Source: an optimization exercise on an open RTL-to-GDS flow (aim: small area). Production flows keep margins and buffers that such runs may drop. In this exercise RTL edits were held to simulation tests only and were not proved equivalent to the original. No activity file was given, so power comes from the tool's default toggle rates.

## run 1
## acceptance_temperature_tuner
module acceptance_temperature_tuner (
    input  logic        i_clk,
    input  logic        i_rst_n,
    input  logic        i_in_valid,
    output logic        o_in_ready,
    input  logic        i_in_kind,
    input  logic [31:0] i_in_start_temp,
    input  logic [16:0] i_in_measured_pct,
    output logic        o_out_valid,
    input  logic        i_out_ready,
    output logic [31:0] o_out_run_temp,
    output logic [31:0] o_out_end_temp,
    output logic [23:0] o_out_run_length,
    output logic [1:0]  o_out_status,
    input  logic        i_cfg_valid,
    output logic        o_cfg_ready,
    input  logic [2:0]  i_cfg_index,
    input  logic [31:0] i_cfg_data
);
clock: 10.0 ns
lec_check: 0
cap_margin: 20
core_margin: 2
core_utilization: 60
cts_buf_list: sky130_fd_sc_hd__clkbuf_16
cts_cluster_diameter: 70
cts_cluster_size: 25
slew_margin: 20
standard.sh (not shown) runs the stock make flow with config.mk's settings and CLKGATE_MAP_FILE= SYNTH_SCRIPT=/design/flow/synth_recipe.tcl, a recipe that flattens the netlist after the stock synthesis.
==> flow/flow/run.sh <==
#!/bin/bash
# The standard layout (standard.sh: ORFS synthesis to finish), except that
# the port buffers are made from the smallest buffer cell instead of the
# clkdlybuf4s50_1 that buffer_ports picks by default. Every port still gets a
# buffer. ORFS writes each step's log under orfs/logs; the make output goes
# to standard.log here.
set -o pipefail
export BUFFER_PORTS_ARGS="-buffer_cell sky130_fd_sc_hd__buf_1"
bash standard.sh > standard.log 2>&1
Run 1 | status: complete | timing, DRC, antenna: pass
Changes in run 5 relative to run 1:
--- a/flow/design.v
+++ b/flow/design.v
@@ -82,13 +82,14 @@
         S_SM2  = 5'd19,
         S_RN1  = 5'd20,
         S_RN2  = 5'd21,
         S_RN4  = 5'd22,
         S_RN5  = 5'd23,
         S_EN1  = 5'd24,
-        S_FIN  = 5'd25
+        S_FIN  = 5'd25,
+        S_M2B  = 5'd26
     } t_state;
     logic [31:0] r_step_initial;
     logic [15:0] r_step_factor;
     logic [31:0] r_step_minimum;
     logic [16:0] r_pct_low;
     logic [16:0] r_pct_high;
@@ -196,13 +197,15 @@
         cnt_clr   = 1'b0;
         cnt_inc   = 1'b0;
         o_in_ready = 1'b0;
         case (r_state)
             S_IDLE: begin
                 cnt_clr = 1'b1;
-                if (!r_out_valid) begin
+                if (r_out_valid) begin
+                    acc_ld = 1'b1;
+                end else begin
                     acc_clr = 1'b1;
                     if (i_in_valid) n_state = i_in_kind ? S_M1 : S_ST1;
                 end
             end
             S_ST1: begin
                 o_in_ready = 1'b1;
@@ -241,12 +244,18 @@
                 n_state = S_M2;
             end
             S_M2: begin
                 sel_pl  = 1'b1;
                 inv     = 1'b1;
                 cin     = 1'b1;
+                acc_clr = 1'b1;
+                n_state = S_M2B;
+            end
+            S_M2B: begin
+                sel_pct = 1'b1;
+                acc_ld  = 1'b1;
                 n_state = S_M3;
             end
             S_M3: begin
                 sel_ph     = 1'b1;
                 inv        = 1'b1;
                 o_in_ready = 1'b1;
@@ -266,12 +275,13 @@
                 if (r_cnt[3:0] == 4'd15) n_state = S_SH2;
             end
             S_SH2: begin
                 ld_step = 1'b1;
                 cnt_clr = 1'b1;
                 if (r_loop) begin
+                    acc_ld  = 1'b1;
                     n_state = S_LCHK;
                 end else begin
                     acc_clr = 1'b1;
                     n_state = S_MV0;
                 end
             end
@@ -284,28 +294,29 @@
             S_MV0: begin
                 if (r_over || r_below) begin
                     sel_temp = 1'b1;
                     acc_ld   = 1'b1;
                     n_state  = S_MV2;
                 end else begin
+                    acc_clr = 1'b1;
                     n_state = S_RN1;
                 end
             end
             S_MV2: begin
                 sel_step = 1'b1;
                 if (r_over) begin
                     force1  = sum[32];
                     ld_temp = 1'b1;
                     acc_clr = 1'b1;
                     n_state = S_RN1;
                 end else begin
-                    inv = 1'b1;
+                    inv     = 1'b1;
+                    acc_clr = 1'b1;
                     if (sum[32]) begin
-                        n_state = S_SB2;
+                        n_state = S_SB0;
                     end else begin
-                        acc_clr = 1'b1;
                         cnt_clr = 1'b1;
                         n_state = S_SH1;
                     end
                 end
             end
             S_SB0: begin
@@ -368,12 +379,13 @@
                 sel_temp = mbit;
                 acc_shr  = 1'b1;
                 cnt_inc  = 1'b1;
                 if (r_cnt == 6'd41) n_state = S_FIN;
             end
             S_FIN: begin
+                acc_ld  = 1'b1;
                 n_state = S_IDLE;
             end
             default: begin
                 n_state = S_IDLE;
             end
         endcase
@@ -451,13 +463,13 @@
         if (r_state == S_MV2) r_loop <= 1'b1;
         else if (r_state == S_IDLE) r_loop <= 1'b0;
         if (r_state == S_RN2) r_sticky <= 1'b0;
         else if (r_state == S_RN4 && sum[31:24] != 8'd0) r_sticky <= 1'b1;
         if (cnt_clr) r_cnt <= '0;
         else if (cnt_inc) r_cnt <= r_cnt + 6'd1;
-        if (acc_clr || acc_ld || acc_shr || acc_shl) r_acc <= acc_d;
+        r_acc <= acc_d;
     end
     assign o_cfg_ready      = 1'b1;
     assign o_out_valid      = r_out_valid;
     assign o_out_run_temp   = r_temp;
     assign o_out_end_temp   = r_acc;
     assign o_out_run_length = r_runs;
--- outcome ---
Re sequential power: run 5 is about 9% down on run 1.
For count of clock-buffer cells in the layout, dividing the value from run 1 by the value from run 5 gives 1.10.
The met2 routed wirelength in run 5 is 0.945 times that in run 1.
Largest power group = combinational logic: run 1; largest power group = registers: run 5
Compared with run 1, in run 5 routed wire length lost 2.9%, synthesized area lost 280 um2.

what the ideal ports hide:
No port has a modelled driver above. Below, the same layouts with a new extraction and two added sets of constraints.
Step 1 assumes that a clkbuf_16 drives the clock port and a buf_2 every other input.
Step 2, shift: input delay + t, output delay - t, t = (earliest + latest rising clock arrival at the registers) / 2. This alone moves slack from input paths to output paths.
Slacks: no drivers / after step 1 / after step 2; pairs: no drivers / after step 1.
run	t, ns	setup slack, ns	worst hold slack (ns)	worst setup path at the end	pins driven straight from the clock port
run 1	0.590	1.564 / 1.564 / 1.564	0.466 / 0.466 / 0.466	register to register	1
run 5	0.583	1.147 / 1.147 / 1.147	0.481 / 0.481 / 0.481	register to register	1
After both steps every run listed still meets setup and hold.
